This is an optimization exercise on Yosys and OpenROAD, whose aim is small area, a short achievable clock period and few clock cycles per item, not a production implementation. The RTL was checked by simulation tests, not by an equivalence proof against the original design. No activity file was given, so power comes from the tool's default toggle rates.

File: design/flow/config.mk
export PLATFORM = sky130hd
export DESIGN_NAME = matrix_inverse_gj
export DESIGN_NICKNAME = matrix_inverse_gj
export VERILOG_FILES = /design/flow/design.v
export SDC_FILE = /design/flow/constraint.sdc
export NUM_CORES = 4
export LEC_CHECK = 0
export CAP_MARGIN = 20
export CORE_MARGIN = 2
export CORE_UTILIZATION = 20
export PLACE_DENSITY = 0.32
export SLEW_MARGIN = 20
File: design/flow/constraint.sdc
create_clock -name core_clock -period 20.0 [get_ports {clk}]
set_input_delay 4.0000 -clock core_clock [delete_from_list [all_inputs] [get_ports {clk}]]
set_output_delay 4.0000 -clock core_clock [all_outputs]
set_load 0.01 [all_outputs]
File: design/flow/run.sh
#!/bin/bash
# synth_recipe.tcl (not shown) runs the flow's synth.tcl, then flattens the netlist and writes it again
# the make line also repeats each setting of config.mk as NAME=value (left out here)
make -C /OpenROAD-flow-scripts/flow DESIGN_CONFIG=/design/flow/config.mk WORK_HOME=/design/flow/orfs CLKGATE_MAP_FILE= SYNTH_SCRIPT=/design/flow/synth_recipe.tcl finish
File: design/flow/design.v
`default_nettype none
module matrix_inverse_gj #(
    parameter int N    = 5,
    parameter int W    = 16,
    parameter int FRAC = 8
) (
    input  logic         clk,
    input  logic         reset,
    input  logic         in_valid,
    output logic         in_ready,
    input  logic [W-1:0] in_data,
    output logic         out_valid,
    input  logic         out_ready,
    output logic [W-1:0] out_data,
    output logic         out_last,
    output logic         busy,
    output logic         singular
);
    localparam int RW = $clog2(N);
    localparam int JW = $clog2(2*N);
    localparam int QW = 2*FRAC + 1;
    localparam int DW = $clog2(QW + 1);
    localparam int QX = ((QW > W) ? QW : W) + 1;
    localparam logic signed [W-1:0] c_ONE  = W'(1 << FRAC);
    localparam logic signed [W-1:0] c_MAX  = {1'b0, {(W-1){1'b1}}};
    localparam logic signed [W-1:0] c_MIN  = {1'b1, {(W-1){1'b0}}};
    localparam logic signed [2*W:0] c_HI   = {{(W+2){1'b0}}, {(W-1){1'b1}}};
    localparam logic signed [2*W:0] c_LO   = {{(W+2){1'b1}}, {(W-1){1'b0}}};
    localparam logic [QX-1:0]       c_QMAX = {{(QX-W+1){1'b0}}, {(W-1){1'b1}}};
    typedef enum logic [2:0] {
        S_LOAD  = 3'd0,
        S_PIV   = 3'd1,
        S_SWAP  = 3'd2,
        S_RECIP = 3'd3,
        S_NORM  = 3'd4,
        S_ELIM  = 3'd5,
        S_OUT   = 3'd6
    } state_t;
    state_t              r_state;
    logic signed [W-1:0] r_a [N][2*N];
    logic [RW-1:0]       r_p [N];    
    logic [RW-1:0]       r_k, r_i, r_piv;
    logic [JW-1:0]       r_j;
    logic [DW-1:0]       r_dc;
    logic [W:0]          r_max, r_rem;
    logic [QW-2:0]       r_q;
    logic signed [W-1:0] r_recip, r_f;
    logic                r_lat, r_in_ready, r_out_valid, r_out_last, r_singular;
    logic [W-1:0]        r_out_data;
    function automatic logic signed [W-1:0] f_sat(input logic signed [2*W:0] v);
        if (v > c_HI)      f_sat = c_MAX;
        else if (v < c_LO) f_sat = c_MIN;
        else               f_sat = v[W-1:0];
    endfunction
    function automatic logic signed [W-1:0] f_mul(input logic signed [W-1:0] x,
                                                  input logic signed [W-1:0] y);
        logic signed [2*W-1:0] p;
        p = $signed({{W{x[W-1]}}, x}) * $signed({{W{y[W-1]}}, y});
        p = p >>> FRAC;
        f_mul = f_sat({p[2*W-1], p});
    endfunction
    function automatic logic signed [W-1:0] f_sub(input logic signed [W-1:0] a,
                                                  input logic signed [W-1:0] b);
        logic signed [2*W:0] d;
        d = $signed({{(W+1){a[W-1]}}, a}) - $signed({{(W+1){b[W-1]}}, b});
        f_sub = f_sat(d);
    endfunction
    logic signed [W-1:0] w_piv_elem, w_pivot, w_mul_y, w_mul, w_sub, w_qsat, w_recip;
    logic [W:0]          w_abs, w_pabs;
    logic [W+1:0]        w_trial;
    logic                w_ge, w_rows_done;
    logic [QW-1:0]       w_qn;
    logic [QX-1:0]       w_qx;
    logic [RW:0]         w_i1, w_inext;
    logic [RW-1:0]       w_pi, w_pk;
    always_comb begin
        w_pi       = r_p[r_i];
        w_pk       = r_p[r_k];
        w_piv_elem = r_a[w_pi][JW'(r_k)];
        w_abs      = w_piv_elem[W-1] ? -{w_piv_elem[W-1], w_piv_elem}
                                     :  {w_piv_elem[W-1], w_piv_elem};
        w_pivot    = r_a[w_pk][JW'(r_k)];
        w_pabs     = w_pivot[W-1] ? -{w_pivot[W-1], w_pivot} : {w_pivot[W-1], w_pivot};
        w_trial    = {r_rem, (r_dc == '0)};
        w_ge       = (w_trial >= {1'b0, w_pabs});
        w_qn       = {r_q, w_ge};
        w_qx       = {{(QX-QW){1'b0}}, w_qn};
        w_qsat     = (w_qx > c_QMAX) ? c_MAX : w_qx[W-1:0];
        w_recip    = w_pivot[W-1] ? -w_qsat : w_qsat;
        w_mul_y    = (r_state == S_NORM) ? r_recip : r_f;
        w_mul      = f_mul(r_a[w_pk][r_j], w_mul_y);
        w_sub      = f_sub(r_a[w_pi][r_j], w_mul);
        w_i1       = {1'b0, r_i} + (RW+1)'(1);
        w_inext    = (w_i1 == {1'b0, r_k}) ? w_i1 + (RW+1)'(1) : w_i1;
        w_rows_done = (w_inext >= (RW+1)'(N));
    end
    always_ff @(posedge clk) begin
        if (reset) begin
            r_state     <= S_LOAD;
            r_k         <= '0;
            r_i         <= '0;
            r_j         <= '0;
            r_piv       <= '0;
            r_dc        <= '0;
            r_max       <= '0;
            r_rem       <= '0;
            r_q         <= '0;
            r_recip     <= '0;
            r_f         <= '0;
            r_lat       <= 1'b0;
            r_in_ready  <= 1'b1;
            r_out_valid <= 1'b0;
            r_out_data  <= '0;
            r_out_last  <= 1'b0;
            r_singular  <= 1'b0;
        end else begin
            case (r_state)
                S_LOAD: if (in_valid && r_in_ready) begin
                    r_a[r_i][r_j]           <= in_data;
                    r_a[r_i][r_j + JW'(N)]  <= (JW'(r_i) == r_j) ? c_ONE : '0;
                    r_singular              <= 1'b0;
                    if (r_j == JW'(N-1)) begin
                        r_j <= '0;
                        if (r_i == RW'(N-1)) begin
                            for (int i = 0; i < N; i++) r_p[i] <= RW'(i);
                            r_i        <= '0;
                            r_k        <= '0;
                            r_max      <= '0;
                            r_piv      <= '0;
                            r_in_ready <= 1'b0;
                            r_state    <= S_PIV;
                        end else begin
                            r_i <= r_i + RW'(1);
                        end
                    end else begin
                        r_j <= r_j + JW'(1);
                    end
                end
                S_PIV: begin
                    if (w_abs > r_max) begin
                        r_max <= w_abs;
                        r_piv <= r_i;
                    end
                    if (r_i == RW'(N-1)) begin
                        if (w_abs == '0 && r_max == '0) begin
                            r_singular <= 1'b1;
                            r_in_ready <= 1'b1;
                            r_i        <= '0;
                            r_j        <= '0;
                            r_state    <= S_LOAD;
                        end else begin
                            r_state <= S_SWAP;
                        end
                    end else begin
                        r_i <= r_i + RW'(1);
                    end
                end
                S_SWAP: begin
                    r_p[r_k]   <= r_p[r_piv];
                    r_p[r_piv] <= r_p[r_k];
                    r_dc       <= '0;
                    r_rem      <= '0;
                    r_q        <= '0;
                    r_state    <= S_RECIP;
                end
                S_RECIP: begin
                    r_rem <= (W+1)'(w_ge ? (w_trial - {1'b0, w_pabs}) : w_trial);
                    r_q   <= w_qn[QW-2:0];
                    if (r_dc == DW'(QW-1)) begin
                        r_recip <= w_recip;
                        r_j     <= '0;
                        r_state <= S_NORM;
                    end else begin
                        r_dc <= r_dc + DW'(1);
                    end
                end
                S_NORM: begin
                    r_a[w_pk][r_j] <= w_mul;
                    if (r_j == JW'(2*N-1)) begin
                        r_j     <= '0;
                        r_i     <= (r_k == '0) ? RW'(1) : '0;
                        r_lat   <= 1'b1;
                        r_state <= S_ELIM;
                    end else begin
                        r_j <= r_j + JW'(1);
                    end
                end
                S_ELIM: begin
                    if (r_lat) begin
                        r_f   <= w_piv_elem;
                        r_lat <= 1'b0;
                        r_j   <= '0;
                    end else begin
                        r_a[w_pi][r_j] <= w_sub;
                        if (r_j == JW'(2*N-1)) begin
                            r_j   <= '0;
                            r_lat <= 1'b1;
                            if (w_rows_done) begin
                                if (r_k == RW'(N-1)) begin
                                    r_i     <= '0;
                                    r_state <= S_OUT;
                                end else begin
                                    r_k     <= r_k + RW'(1);
                                    r_i     <= r_k + RW'(1);
                                    r_piv   <= r_k + RW'(1);
                                    r_max   <= '0;
                                    r_state <= S_PIV;
                                end
                            end else begin
                                r_i <= w_inext[RW-1:0];
                            end
                        end else begin
                            r_j <= r_j + JW'(1);
                        end
                    end
                end
                S_OUT: begin
                    if (r_out_valid && out_ready && r_out_last) begin
                        r_out_valid <= 1'b0;
                        r_out_last  <= 1'b0;
                        r_in_ready  <= 1'b1;
                        r_i         <= '0;
                        r_j         <= '0;
                        r_state     <= S_LOAD;
                    end else if (!r_out_valid || out_ready) begin
                        r_out_valid <= 1'b1;
                        r_out_data  <= r_a[w_pi][r_j + JW'(N)];
                        r_out_last  <= (r_i == RW'(N-1)) && (r_j == JW'(N-1));
                        if (r_j == JW'(N-1)) begin
                            r_j <= '0;
                            r_i <= r_i + RW'(1);
                        end else begin
                            r_j <= r_j + JW'(1);
                        end
                    end
                end
                default: r_state <= S_LOAD;
            endcase
        end
    end
    assign in_ready  = r_in_ready;
    assign busy      = ~r_in_ready;
    assign out_valid = r_out_valid;
    assign out_data  = r_out_data;
    assign out_last  = r_out_last;
    assign singular  = r_singular;
endmodule
`default_nettype wire
==> summary.txt <==
==> Yosys cell counts (35+ instances only) <==
cell type  number
xor2_1         56
dfxtp_1       883
o21ai_0       247
nand4_1        35
mux2_2         59
fa_1          270
clkbuf_1      398
mux4_2       1241
o21ai_1       402
edfxtp_1       74
nand2_1       878
nor3_1         51
a21o_1         52
nand3_1        64
buf_2         109
inv_1         429
nor2_1        504
xnor2_1        65
ha_1          168
mux2i_1       131
a21oi_1       285
o22ai_1        65
a22o_1        217
buf_1          72
==> final cells by class <==
type / count / area share (%)
antenna: 4 / 0.0110
sequential: 957 / 22.0
clock inverter: 52 / 0.742
inverter: 432 / 1.79
timing repair buffer: 299 / 2.76
clock buffer: 193 / 4.48
multi-input combinational: 5144 / 61.0
tap: 5220 / 7.21
==> placed cells by master, fill, tap and decap left out, drive strengths merged, types with 65 or more instances in the layout <==
master and n:
xnor2 66, ha 168, a22o 217, o22ai 65, nor2 504, clkbuf 193
dfxtp 883, nand2 879, inv 433, mux4 1242, fa 270, buf 260
edfxtp 74, o21ai 650, a21oi 289, mux2i 132
==> tightest hold or removal path: cells and delay by family (launching register included) <==
family           cells  cell delay (ns)
AO/OA/AOI/OAI        1             0.05
flip-flops           1             0.31
AND/OR/NAND/NOR      1             0.05
==> sequential cells by signal, summed over array words and instances, names as in the netlist, named ones only <==
name / flops
r_p: 24
r_q: 16
r_out_valid: 1
r_lat: 1
r_max: 17
r_in_ready: 1
r_out_data: 16
r_k: 3
r_f: 16
r_state: 3
r_recip: 16
r_a: 800
r_piv: 3
r_out_last: 1
r_dc: 5
r_i: 3
r_j: 4
r_singular: 1
r_rem: 17
==> worst paths after layout <==
kind / start / to / slack, ns / depth (start not counted)
max: register / r_a[42][8] / 2.39 / 56
min: r_recip[5] / r_recip[5] / 0.46 / 2
max reg2reg: register / r_a[42][8] / 2.39 / 56
min reg2reg: r_recip[5] / r_recip[5] / 0.46 / 2
==> power groups by stage <==
stage	clock network, mW	registers, mW	logic [mW]
CTS	2.72	2.32	4.30
detailed placement	0	2.37	4.28
floorplan	0	2.26	2.73
finish	2.65	2.33	4.32
global route	2.78	2.36	4.49
global placement	0	2.35	4.30
==> through the flow <==
step | instance area (sq um) | power [mW] | hold slack [ns]
4_1_cts | 90600 | 9.34 | 0.459
5_1_grt | 90600 | 9.63 | 0.469
3_3_place_gp | 85800 | 6.65 | 0.448
3_5_place_dp | 85800 | 6.65 | 0.451
2_1_floorplan | 78600 | 4.99 | 0.426
6_report | 90600 | 9.30 | 0.459
==> metal layers <==
| layer | vias up | global-route usage [%] |
|---|---|---|
| met5 | - | 0 |
| met1 | 34300 | 26.8 |
| li1 | 26700 | - |
| met2 | 3005 | 31.1 |
| met4 | 4 | 6.39 |
| met3 | 550 | 3.76 |
==> kinds of logic (layout without fill, tap and decap cells) <==
family / count (synthesis) / count (layout) / share of synthesized area [%]
xor gates and xnor gates: 124 / 124 / 1.41
other: 2 / 6 / 0.00956
buffers and inverters: 1033 / 976 / 5.28
and+or+nand+nor: 1719 / 1719 / 9.23
DFF: 957 / 957 / 25.3
adders and majority gates: 439 / 439 / 9.57
muxes: 1436 / 1436 / 38.2
AOI/OAI and AO/OA: 1424 / 1424 / 11.0
==> summary.txt <==
Route
The final routed wirelength across all metal layers is 398 mm. The number of detailed-routing iterations run before antenna repair is 5. Detailed routing placed a total of 30.5 mm of wire on met3. For this block, the via count after detailed routing is 64500. Detailed routing placed a total of 181 mm of wire on met2. The count of unresolved DRC violations after routing is 0. The routed wire length per instance is 32.4 um. The met1 wire length is 172 mm. The topmost layer with routed signal wires is met5. Using the TritonRoute via totals, the vias-per-cell ratio works out to 5.25. The first routing iteration left 7460 violations. The detail route stage leaves a number of antenna-violating nets equal to 0.

Die
The site row count is 230. The die footprint is 398000 sq um. The initial core utilization is 20.1%. The die is 631 um tall. The die outline width is 631 um.

The number of top-level pins is 41. The core footprint is 392000 sq um.

Synthesis
The total nets after synthesis is 7592. The top-area cell type share of the netlist area is 35.6%. The synthesized design contains 957 register bits.

The number of warnings issued by yosys is 1. A synthesized cell averages 11.0 sq um. Counting distinct cell types in the post-synthesis netlist gives 98.

In the post-synthesis netlist, the biggest area contributors are mux4_2 (36%), dfxtp_1 (23%), fa_1 (6.9%), nand2_1 (4.2%), edfxtp_1 (2.8%). The cell count after synthesis came out at 7134. After synthesis, flip-flops and latches occupy 25.3% of the total area. The number of flops mapped to enable cells by yosys is 74.

The library cell with the largest summed area after synthesis is mux4_2. The mapped netlist covers 78600 sq um. The fraction of synthesis flops using an asynchronous set or reset pin is 0%. The most used flip-flop cell after synthesis is dfxtp_1.

Clock network
The hold-fix buffer count after cts is 0. CTS built an H-tree with a depth of 4. The clock passes through at most 4 buffers. The CTS buffer count is 139. The clock reaches the later pin of the worst-skew pair after 0.85 ns. The TritonCTS clock tree is built.

The post-CTS repair timing setup buffer count is 0. Clock-pin slew was measured on the worst setup and hold paths at 0.06 ns. The cell at the root of the clock tree is clkbuf_16. The clock net in this run drives a total of 957 sinks. Post-CTS repair changed the size of 0 cells.

Timing
The worst path needs 17.61 ns of the cycle, external delays included. Setup repair after global routing left no endpoint under its margin. The worst path uses 88.1% of the clock period. The top achievable clock speed is 56.8 MHz. The number of hold-slack violations in the final timing report is 0. Setup slack closes at 2.39 ns. Setup violations remaining at the end of the flow were counted as 0. The clock tree skew after final layout is 0.0589 ns. The final count of pins violating max slew is 0.

The final-layout setup total negative slack is 0 ns. The actual transition at the worst max-transition pin is 1.21 ns. The worst pin sits at a relative slew slack of 16.8%.

Worst setup path
For this design, the slowest cell found on the critical path is nor3_1. The most numerous cell on the critical path is inv_1. STA classifies the critical path startpoint as a register.

Of all nets on the critical path, the largest fanout is 50. The buffers plus inverters on the worst setup path is 10. The kind of end point of the critical path is a register.

The dominant delay contributor by cell family on the critical path is adder cells. The critical setup path kind is register to register. The largest single stage delay on the critical path is 0.87 ns. The data required time at the worst endpoint is 20.55 ns. STA puts the critical path data arrival time at 18.17 ns.

Outcome
The run finished with no timing, DRC or antenna violations.

Min path
The worst hold path belongs to the class register to register.

Power
The part of the total power dissipated in combinational logic is 46.4%. Summed over all cells, the static leakage comes to 31.6 nW. The share of total power consumed by net switching is 42.5%. The worst supply voltage drop on vdd is 0.000132 V. The net load switching power is 3.96 mW. Per report_power, the sequential group accounts for 25.1% of the total.

For this design the ratio of total power to cell area is 103 nW/um^2. Internal power comes to 5.35 mW. The clock network accounts for 28.5% of the total power.

Final layout
The layout-stage area growth over the synthesis result is 15.3%. The multi-input logic area is 55300 sq um. The finished layout holds 12300 standard cells, fillers aside. The filler cell count is 41600. The utilization after layout is 23.1%.

The net total in the final layout is 7431. Across the whole layout, storage elements account for 19900 sq um. The share of post-route cells with drive strength above 1 is 27.5%.

GRT
The total global-route track usage is 19.6%. Entering global routing, the biggest net connects 79 pins. The wire length of the first global-routing pass is 549 mm. The number of global-route vias before repair is 63300.

The initial antenna violation count is 31. The residual overflow from global routing is 0.

Place
The post-placement cell count is 12100. In this run the tool buffered the top-level ports with 40 buffer cells. Routability-driven placement finished with a final weighted congestion of 0.870. The pre-CTS setup slack is 2.50 ns. After legalization and detailed placement, the total HPWL measured 279 mm.

Job
The max-capacitance violation count is 0.
Testbench counts, summed over its fixed seeds: cycles 27,264, matrices 64.

-- afterwards: timing with drivers on the ports --
No port has a modelled driver above. Below, the same layout with a new extraction and two added sets of constraints. Step 1: set_driving_cell puts a clkbuf_16 on clk and a buf_2 on each other input, an assumption about the parent block. Step 2 also shifts input and output timing later by t, the mid clock arrival at the registers, as if the neighbouring blocks saw the same clock. Slacks: ideal ports / drivers / drivers and shift; pairs: ideal ports / drivers.
shift t [ns]: 0.926
setup WS [ns]: 2.387 / 2.387 / 2.387
worst setup path after step 2: register to register
slew at the worst register clock pin (ns): 0.06 / 0.06
pins driven straight from the clock port: 1
After both steps setup and hold are still met in this run. For this run, drivers alone change the setup slack by 0.000 ns; drivers and shift together by 0.000 ns.
